This is an optimization exercise on Yosys and OpenROAD, whose aim is small area, not a production implementation. The RTL was checked by simulation tests, not by an equivalence proof against the original design. No activity file was given, so power comes from the tool's default toggle rates.

--- flow/constraint.sdc ---
create_clock -name core_clock -period 10.0 [get_ports {clk37}]
set_input_delay 2.0000 -clock core_clock [delete_from_list [all_inputs] [get_ports {clk37}]]
set_output_delay 2.0000 -clock core_clock [all_outputs]
set_load 0.01 [all_outputs]
--- flow/config.mk ---
export PLATFORM = sky130hd
export DESIGN_NAME = fm_voice
export DESIGN_NICKNAME = fm_voice
export VERILOG_FILES = /design/flow/design.v
export SDC_FILE = /design/flow/constraint.sdc
export NUM_CORES = 4
export LEC_CHECK = 0
export CAP_MARGIN = 20
export CORE_MARGIN = 2
export CORE_UTILIZATION = 40
export SLEW_MARGIN = 20
--- flow/run.sh ---
#!/bin/bash
# synth_recipe.tcl (not shown) runs the flow's synth.tcl, then flattens the netlist and writes it again
# the make line also repeats each setting of config.mk as NAME=value (left out here)
make -C /OpenROAD-flow-scripts/flow DESIGN_CONFIG=/design/flow/config.mk WORK_HOME=/design/flow/orfs CLKGATE_MAP_FILE= SYNTH_SCRIPT=/design/flow/synth_recipe.tcl finish
--- flow/design.v ---
package synth_pkg;
	localparam int NUM_OPS = 6;
endpackage
module wave_rom
(
	input logic [6:0] addr,
	output logic [6:0] data
);
	always_comb begin
		case (addr)
			7'd0: data = 7'd0;
			7'd1: data = 7'd3;
			7'd2: data = 7'd6;
			7'd3: data = 7'd9;
			7'd4: data = 7'd12;
			7'd5: data = 7'd16;
			7'd6: data = 7'd19;
			7'd7: data = 7'd22;
			7'd8: data = 7'd25;
			7'd9: data = 7'd28;
			7'd10: data = 7'd31;
			7'd11: data = 7'd34;
			7'd12: data = 7'd37;
			7'd13: data = 7'd40;
			7'd14: data = 7'd43;
			7'd15: data = 7'd46;
			7'd16: data = 7'd49;
			7'd17: data = 7'd51;
			7'd18: data = 7'd54;
			7'd19: data = 7'd57;
			7'd20: data = 7'd60;
			7'd21: data = 7'd63;
			7'd22: data = 7'd65;
			7'd23: data = 7'd68;
			7'd24: data = 7'd71;
			7'd25: data = 7'd73;
			7'd26: data = 7'd76;
			7'd27: data = 7'd78;
			7'd28: data = 7'd81;
			7'd29: data = 7'd83;
			7'd30: data = 7'd85;
			7'd31: data = 7'd88;
			7'd32: data = 7'd90;
			7'd33: data = 7'd92;
			7'd34: data = 7'd94;
			7'd35: data = 7'd96;
			7'd36: data = 7'd98;
			7'd37: data = 7'd100;
			7'd38: data = 7'd102;
			7'd39: data = 7'd104;
			7'd40: data = 7'd106;
			7'd41: data = 7'd107;
			7'd42: data = 7'd109;
			7'd43: data = 7'd111;
			7'd44: data = 7'd112;
			7'd45: data = 7'd113;
			7'd46: data = 7'd115;
			7'd47: data = 7'd116;
			7'd48: data = 7'd117;
			7'd49: data = 7'd118;
			7'd50: data = 7'd120;
			7'd51: data = 7'd121;
			7'd52: data = 7'd122;
			7'd53: data = 7'd122;
			7'd54: data = 7'd123;
			7'd55: data = 7'd124;
			7'd56: data = 7'd125;
			7'd57: data = 7'd125;
			7'd58: data = 7'd126;
			7'd59: data = 7'd126;
			7'd60: data = 7'd126;
			7'd61: data = 7'd127;
			7'd62: data = 7'd127;
			7'd63: data = 7'd127;
			7'd64: data = 7'd127;
			7'd65: data = 7'd127;
			7'd66: data = 7'd127;
			7'd67: data = 7'd127;
			7'd68: data = 7'd126;
			7'd69: data = 7'd126;
			7'd70: data = 7'd126;
			7'd71: data = 7'd125;
			7'd72: data = 7'd125;
			7'd73: data = 7'd124;
			7'd74: data = 7'd123;
			7'd75: data = 7'd122;
			7'd76: data = 7'd122;
			7'd77: data = 7'd121;
			7'd78: data = 7'd120;
			7'd79: data = 7'd118;
			7'd80: data = 7'd117;
			7'd81: data = 7'd116;
			7'd82: data = 7'd115;
			7'd83: data = 7'd113;
			7'd84: data = 7'd112;
			7'd85: data = 7'd111;
			7'd86: data = 7'd109;
			7'd87: data = 7'd107;
			7'd88: data = 7'd106;
			7'd89: data = 7'd104;
			7'd90: data = 7'd102;
			7'd91: data = 7'd100;
			7'd92: data = 7'd98;
			7'd93: data = 7'd96;
			7'd94: data = 7'd94;
			7'd95: data = 7'd92;
			7'd96: data = 7'd90;
			7'd97: data = 7'd88;
			7'd98: data = 7'd85;
			7'd99: data = 7'd83;
			7'd100: data = 7'd81;
			7'd101: data = 7'd78;
			7'd102: data = 7'd76;
			7'd103: data = 7'd73;
			7'd104: data = 7'd71;
			7'd105: data = 7'd68;
			7'd106: data = 7'd65;
			7'd107: data = 7'd63;
			7'd108: data = 7'd60;
			7'd109: data = 7'd57;
			7'd110: data = 7'd54;
			7'd111: data = 7'd51;
			7'd112: data = 7'd49;
			7'd113: data = 7'd46;
			7'd114: data = 7'd43;
			7'd115: data = 7'd40;
			7'd116: data = 7'd37;
			7'd117: data = 7'd34;
			7'd118: data = 7'd31;
			7'd119: data = 7'd28;
			7'd120: data = 7'd25;
			7'd121: data = 7'd22;
			7'd122: data = 7'd19;
			7'd123: data = 7'd16;
			7'd124: data = 7'd12;
			7'd125: data = 7'd9;
			7'd126: data = 7'd6;
			7'd127: data = 7'd3;
			default: data = 7'd0;
		endcase
	end
endmodule
module fm_voice (
	input logic clk37,
	input logic rst,
	input logic cmd_valid,
	input logic [31:0] cmd_data,
	output logic signed [15:0] sample,
	output logic sample_valid,
	output logic cmd_busy
);
	localparam int NOPS = synth_pkg::NUM_OPS;
	logic [2:0] s;
	logic [2:0] s3;  
	logic started;  
	logic zst;  
	logic clr;  
	assign s3 = (s >= 3'd3) ? s - 3'd3 : s + 3'd3;
	always_ff @(posedge clk37) begin
		if (rst) begin
			s <= 3'd3;
			started <= 1'b0;
			zst <= 1'b1;
		end else begin
			s <= (s == 3'd5) ? 3'd0 : s + 3'd1;
			if (s == 3'd1) started <= 1'b1;
			if (started && s == 3'd5) zst <= 1'b0;
		end
	end
	assign clr = zst && !started && (s[2] | (s[1] & s[0]));  
	logic [3:0] words_left;
	logic cur_env;  
	logic [2:0] cur_idx;
	logic gate;
	logic [5:0] mix_mask;
	logic [31:0] stage [7];  
	logic [31:0] last_q;  
	logic [2:0] pidx;  
	logic last_word;
	logic idx_ok;
	logic wr_env;
	logic wr_freq;
	assign cmd_busy = |words_left;
	assign last_word = cmd_valid && (words_left == 4'd1) && !rst;
	assign idx_ok = !(cur_idx[2] && cur_idx[1]);
	assign wr_env = last_word && idx_ok && cur_env;
	assign wr_freq = last_word && idx_ok && !cur_env;
	always_ff @(posedge clk37) begin
		if (rst) begin
			words_left <= '0;
			gate <= 1'b0;
			mix_mask <= '0;
		end else if (cmd_valid) begin
			if (cmd_busy) begin
				words_left <= words_left - 4'd1;
			end else begin
				cur_env <= cmd_data[31:24] == 8'd1;
				cur_idx <= cmd_data[18:16];
				if (cmd_data[31:24] == 8'd1) words_left <= 4'd8;
				if (cmd_data[31:24] == 8'd3) words_left <= 4'd1;
				if (cmd_data[31:24] == 8'd2) begin
					gate <= cmd_data[0];
					mix_mask <= cmd_data[13:8];
				end
			end
		end
	end
	always_ff @(posedge clk37) begin
		if (cmd_valid && words_left > 4'd1) begin
			stage[0] <= cmd_data;
			for (int k = 1; k < 7; k++) stage[k] <= stage[k - 1];
		end
		if (last_word) begin
			last_q <= cmd_data;
			pidx <= cur_idx;
		end
	end
	logic env_pend;
	logic freq_pend;
	logic env_live0, env_live3, env_pend0, env_pend3;
	logic freq_live0, freq_live3, freq_pend0, freq_pend3;
	logic ins_env0, ins_env3, ins_freq0, ins_freq3;
	logic [31:0] re_inc_w;
	logic [31:0] freq_w0, freq_w3;
	logic [255:0] env_w;
	assign env_live0 = wr_env && cur_idx == s;
	assign env_live3 = wr_env && cur_idx == s3;
	assign env_pend0 = env_pend && pidx == s;
	assign env_pend3 = env_pend && pidx == s3;
	assign freq_live0 = wr_freq && cur_idx == s;
	assign freq_live3 = wr_freq && cur_idx == s3;
	assign freq_pend0 = freq_pend && pidx == s;
	assign freq_pend3 = freq_pend && pidx == s3;
	assign ins_env0 = env_live0 || env_pend0;
	assign ins_env3 = env_live3 || env_pend3;
	assign ins_freq0 = freq_live0 || freq_pend0;
	assign ins_freq3 = freq_live3 || freq_pend3;
	assign re_inc_w = wr_env ? cmd_data : last_q;
	assign freq_w0 = freq_live0 ? cmd_data : last_q;
	assign freq_w3 = freq_live3 ? cmd_data : last_q;
	assign env_w = {stage[6], stage[5], stage[4], stage[3], stage[2], stage[1], stage[0], re_inc_w};
	always_ff @(posedge clk37) begin
		if (rst) begin
			env_pend <= 1'b0;
			freq_pend <= 1'b0;
		end else begin
			env_pend <= (wr_env && !env_live0 && !env_live3) || (env_pend && !env_pend0 && !env_pend3);
			freq_pend <= (wr_freq && !freq_live0 && !freq_live3) || (freq_pend && !freq_pend0 && !freq_pend3);
		end
	end
	logic [255:0] envp [NOPS];
	logic [31:0] frqp [NOPS];
	always_ff @(posedge clk37) begin
		envp[0] <= envp[1];
		envp[1] <= envp[2];
		envp[2] <= ins_env3 ? env_w : (clr ? '0 : envp[3]);
		envp[3] <= envp[4];
		envp[4] <= envp[5];
		envp[5] <= ins_env0 ? env_w : (clr ? '0 : envp[0]);
		frqp[0] <= frqp[1];
		frqp[1] <= frqp[2];
		frqp[2] <= ins_freq3 ? freq_w3 : (clr ? '0 : frqp[3]);
		frqp[3] <= frqp[4];
		frqp[4] <= frqp[5];
		frqp[5] <= ins_freq0 ? freq_w0 : (clr ? '0 : frqp[0]);
	end
	logic [31:0] at_time, at_inc, de_time, de_inc, su_time, su_lvl, re_time, re_inc;
	assign {at_time, at_inc, de_time, de_inc, su_time, su_lvl, re_time, re_inc} = envp[0];
	logic [2:0] st_r [NOPS];
	logic [31:0] cnt_r [NOPS];
	logic [31:0] amp_r [NOPS];
	logic [31:0] ph_r [NOPS];
	logic gate_d1, gate_d2;
	always_ff @(posedge clk37) begin
		gate_d1 <= gate;
		gate_d2 <= gate_d1;
	end
	logic [2:0] st;
	logic is_i, is_a, is_d, is_s, is_r;
	logic [31:0] tsel, isel, amp_sum, cnt_inc;
	logic eq, tr;
	logic [2:0] nst;
	logic [31:0] ncnt, namp, nph;
	assign st = zst ? 3'd0 : st_r[0];
	assign is_i = st == 3'd0;
	assign is_a = st == 3'd1;
	assign is_d = st == 3'd2;
	assign is_s = st == 3'd3;
	assign is_r = !(is_i || is_a || is_d || is_s);
	always_comb begin
		case (st)
			3'd1: tsel = at_time;
			3'd2: tsel = de_time;
			3'd3: tsel = su_time;
			default: tsel = re_time;
		endcase
		case (st)
			3'd1: isel = at_inc;
			3'd2: isel = de_inc;
			default: isel = re_inc;
		endcase
	end
	assign eq = cnt_r[0] == tsel;
	assign amp_sum = amp_r[0] + isel;
	assign cnt_inc = cnt_r[0] + 32'd1;
	assign tr = is_r ? (eq || amp_sum[31]) : (eq || !gate_d2);
	always_comb begin
		if (is_i) nst = {2'b00, gate_d2};
		else if (!tr) nst = st;
		else if (is_r) nst = 3'd0;
		else if (gate_d2) nst = st + 3'd1;
		else nst = 3'd4;
	end
	assign ncnt = (is_i || tr) ? 32'd0 : cnt_inc;
	assign namp = is_s ? su_lvl : ((is_i || (is_r && tr)) ? 32'd0 : amp_sum);
	assign nph = (zst ? 32'd0 : ph_r[0]) + frqp[0];
	always_ff @(posedge clk37) begin
		for (int k = 0; k < NOPS - 1; k++) begin
			st_r[k] <= st_r[k + 1];
			cnt_r[k] <= cnt_r[k + 1];
			amp_r[k] <= amp_r[k + 1];
			ph_r[k] <= ph_r[k + 1];
		end
		st_r[NOPS - 1] <= nst;
		cnt_r[NOPS - 1] <= ncnt;
		amp_r[NOPS - 1] <= namp;
		ph_r[NOPS - 1] <= nph;
	end
	logic mix_on;
	logic [6:0] rom_data;
	logic signed [7:0] wave;
	logic signed [15:0] level;
	logic signed [18:0] acc;
	logic signed [26:0] mac;
	always_ff @(posedge clk37) begin
		mix_on <= mix_mask[s];
	end
	wave_rom wave_rom_inst (
		.addr(ph_r[NOPS - 1][30:24]),
		.data(rom_data)
	);
	logic signed [7:0] mag;
	logic signed [26:0] base;
	assign mag = {1'b0, rom_data};
	assign wave = !mix_on ? 8'sd0 : (ph_r[NOPS - 1][31] ? -mag : mag);
	assign level = amp_r[NOPS - 1][31:16];
	assign base = {(s == 3'd1) ? 19'd0 : acc, 8'd0};
	assign mac = base + wave * level;
	always_ff @(posedge clk37) begin
		acc <= mac[26:8];
	end
	assign sample = acc[18:3];
	assign sample_valid = started && s == 3'd1;
endmodule
==> summary.txt <==
[power breakdown]
group	switching, mW	total (mW)	internal [mW]
combinational	0.304	0.353	0.0496
sequential	0.00785	10.6	10.6
clock	3.94	9.36	5.42
[state kept, by name (all words and copies together) (netlist names), 3 cells and up]
signal,flops
s,3
rom_data,7
last_q,32
cur_idx,3
stage,224
frqp,192
words_left,4
envp,1536
ph_r,192
mix_mask,6
st_r,18
cnt_r,192
amp_r,192
pidx,3
acc,19
[cell families after synthesis]
family,Yosys count,synth area share (%)
buffers and inverters,502,2.58
muxes,78,1.03
and+or+nand+nor,1689,9.23
AOI/OAI and AO/OA,1103,8.40
adders and majority gates,257,5.45
xor gates and xnor gates,154,1.77
DFF,2632,71.5
[critical path, stage by stage (launching register included)]
cell      delay, ps
dfxtp_1         460
inv_1           130
ha_1            230
nand2_1         770
nand2_1         200
fa_1            580
inv_1            50
fa_1            490
fa_1            540
inv_1            40
fa_1            480
inv_1            40
ha_1            200
or2_2           280
a211oi_1        400
o21ai_0         210
a31oi_1         520
o211ai_1        190
nand2_1         140
o32ai_1         130
or3_1           360
a31oi_1         240
xnor2_1         140
[per-layer routing]
metal	vias up	share of wire, %	GRT usage, %
met1	20500	50	22.6
li1	21300	-	-
met4	2	2.0	4.21
met3	247	4.1	2.79
met2	757	44	23.5
met5	-	0.0085	0
[per-stage QoR]
step / util, % / worst slack (ps) / power, mW / instances
after floorplan: - / 1670 / 11.1 / 6415
after global placement: 41.7 / 2610 / 11.2 / 8726
after detailed placement: 41.7 / 2940 / 11.2 / 8728
after CTS: 46.1 / 2880 / 20.6 / 9173
after global routing: 46.1 / 2560 / 21.0 / 9173
final: 46.1 / 3020 / 20.4 / 9173
[worst max-delay path by stage]
| stage | startpoint | end | slack [ps] | depth (start not counted) |
|---|---|---|---|---|
| after floorplan | cmd_valid | stage[0][0] | 1670 | 2 |
| after global placement | rom_data[0] | acc[18] | 2610 | 24 |
| after detailed placement | rst | envp[5][67] | 2940 | 7 |
| after CTS | s[1] | acc[18] | 2880 | 22 |
| after global routing | s[1] | acc[18] | 2560 | 22 |
| final | s[1] | acc[18] | 3020 | 22 |
[layout by cell type (no fill, tap or decap), types with 39 or more instances in the layout]
cell,n
a21oi_1,290
and2_1,46
and3_1,75
buf_4,40
clkbuf_1,53
clkbuf_16,241
clkbuf_8,50
clkdlybuf4s50_1,52
dfxtp_1,2369
edfxtp_1,263
fa_1,133
ha_1,123
inv_1,187
mux2i_1,77
nand2_1,1158
nand3_1,72
nor2_1,173
nor2b_1,39
o21ai_0,510
xnor2_1,106
xor2_1,47
[layout make-up]
| type | count | area (sq um) | area share [%] |
|---|---|---|---|
| flip-flops and latches | 2632 | 55300 | 62.4 |
| multi-input cells | 3281 | 20100 | 22.7 |
| well taps | 2526 | 3160 | 3.57 |
| inverters | 189 | 709 | 0.800 |
| clock inverters | 101 | 1450 | 1.64 |
| clock buffers | 344 | 6920 | 7.80 |
| repair buffers | 100 | 988 | 1.11 |
==> metrics.md <==
| Metric | Value |
|---|---|
| Worst EP arrival | about 7700 ps |
| Layout fillers | ~17,000 |
| Reg clk slew, reported paths | 60 ps |
| Final Cycle Share | between 60% and 70% |
| Hold_sp | envp[1][214] |
| Count leader, synth | dfxtp_1 |
| Synth area leader | dfxtp_1 |
| Critical Path RT | roughly 11,000 ps |
| Status | timing/DRC/antenna clean |
| Clock Skew | 76.2 ps |
| Initial Util | 40.2% |
| Avg Inst Size Synth | about 12 sq um |
| Most common flop cell mapped by yosys | dfxtp_1 |
| GRT Residual Overflow | 0 |
| Crit path capture type | register |
| Vias per cell | 4.67 |
| Hold WS | 288 ps |
| Cell area after layout | approximately 0.089 sq mm |
| RSZ-0062 raised after global routing | no |
| R2r startpoint | s[1] |
| Drt total wl | between 150,000 and 200,000 microns |
| Gr usage total | ~15% |
| First-pass GRT wire length | 243,000 microns |
| Reg2Reg Depth | 22 |
| Count of warnings emitted by yosys | 16 |
| Ys async rst share | 0% |
| # diodes | 0 |
| Ports | between 50 and 60 |
| Max-Cap Viols | 0 |
| FF-to-FF setup slack | roughly 3000 ps |
| EDFF count, synth | about 260 |
| CTS resizes | 0 |
| # DRC | 0 |
| Die ar. | 0.197 sq mm |
| Hold EP | envp[0][214] |
| DRT Pass-1 Iters | 8 |
| Nets | about 6,700 |
| Die H | approximately 440 microns |
| Clock Sink Count | about 2,600 |
| Final ANT Viol Nets | 0 |
| CTS tree | done |
| CTS buffer count | around 230 |
| Core box area | 0.192 sq mm |
| Core Rows | about 160 |
| RR Endpoint | acc[18] |
| H-tree levels | 4 |
| Synthesis-stage register bit count | 2,632 |
| Pleak | ~35 nW |
| Clock root buffer | clkbuf_16 |
| Crit path launch type | register |
| Max transition margin | under 10% |
| Worst-skew pair later-pin latency | 880 ps |
| Area grow syn2layout | 14.6% |
| First DRT Iteration DRCs | approximately 2,500 |
| Critical path class | reg -> reg |
| Hold/Removal Path Class | reg -> reg |
| Seq/Total Area, Yosys | a little under three quarters |
| # Post-CTS Setup Buffers | 0 |
| Maximum vdd drop | ~170 uV |
| Die span in x | around 440 microns |
| Finish-stage setup viols | 0 |
| Worst slew pin tran | around 1400 ps |
| Max Clk Rate | 143 MHz |
| Synth area leaders | dfxtp_1 61%, edfxtp_1 10%, nand2_1 5.6%, fa_1 3.4%, o21ai_0 3.3% |
| Gpl congestion | 0.815 |
| Syn Nets | 6,707 |
| Pwr dens | between 200 and 250 mW/mm^2 |
| Mapped Area | roughly 0.077 sq mm |
| Cell Area, Placed | between 0.08 and 0.09 sq mm |
| Crit-path max FO | 21 |
| Layout cells sized above 1 | 7.31% |
| Final hold viol count | 0 |
| Number of I/O port buffers | between 50 and 60 |
| Number of global-route vias before repair | 42,400 |
| Sum of negative setup slack | 0 ps |
| Initial antenna violation count | 8 |
| Yosys cell types | slightly below 90 |
| Max-slew violations | 0 |
| Period minus WS final | roughly 7000 ps |
| Hold depth | 0 |
| Clock Tree Buf Depth | 3 |
| DPL Wire Length | approximately 96,000 microns |
| Hold_buf cts | 0 |
| Vias | 42,800 |
| Synth top area share | around 61% |
| Gate Count Post-Synth | roughly 6,400 |
| Pin count of the biggest net entering global routing | 205 |
| Post-synth top cells | 2,369 x dfxtp_1, 1,162 x nand2_1, 510 x o21ai_0 |
| WL/cell | between 15 and 20 microns |

-- what the ideal ports hide --
The results above use ideal ports. As a check the final layout listed here was re-extracted and re-timed, cells and wires unchanged. Step 1 assumes that a clkbuf_16 drives the clock port and a buf_2 every other input. Step 2 adds t to the input delays and takes it off the output delays; t is the mean of the earliest and latest rising clock arrival at the registers after step 1. Input paths then give back, and output paths get back, about the clock's delay inside the block. Three values: no drivers, after step 1, after step 2; two values: the first two.
t (ns): 0.925
setup WS [ns]: 3.024 / 3.024 / 3.000
worst setup path after step 2: input to register
latest minus earliest clock arrival (ns): 0.076 / 0.077
slew at the worst register clock pin (ns): 0.07 / 0.07
After both steps this run still meets setup and hold. The setup slack of this run moves by 0.000 ns with the drivers and by -0.024 ns with both steps.
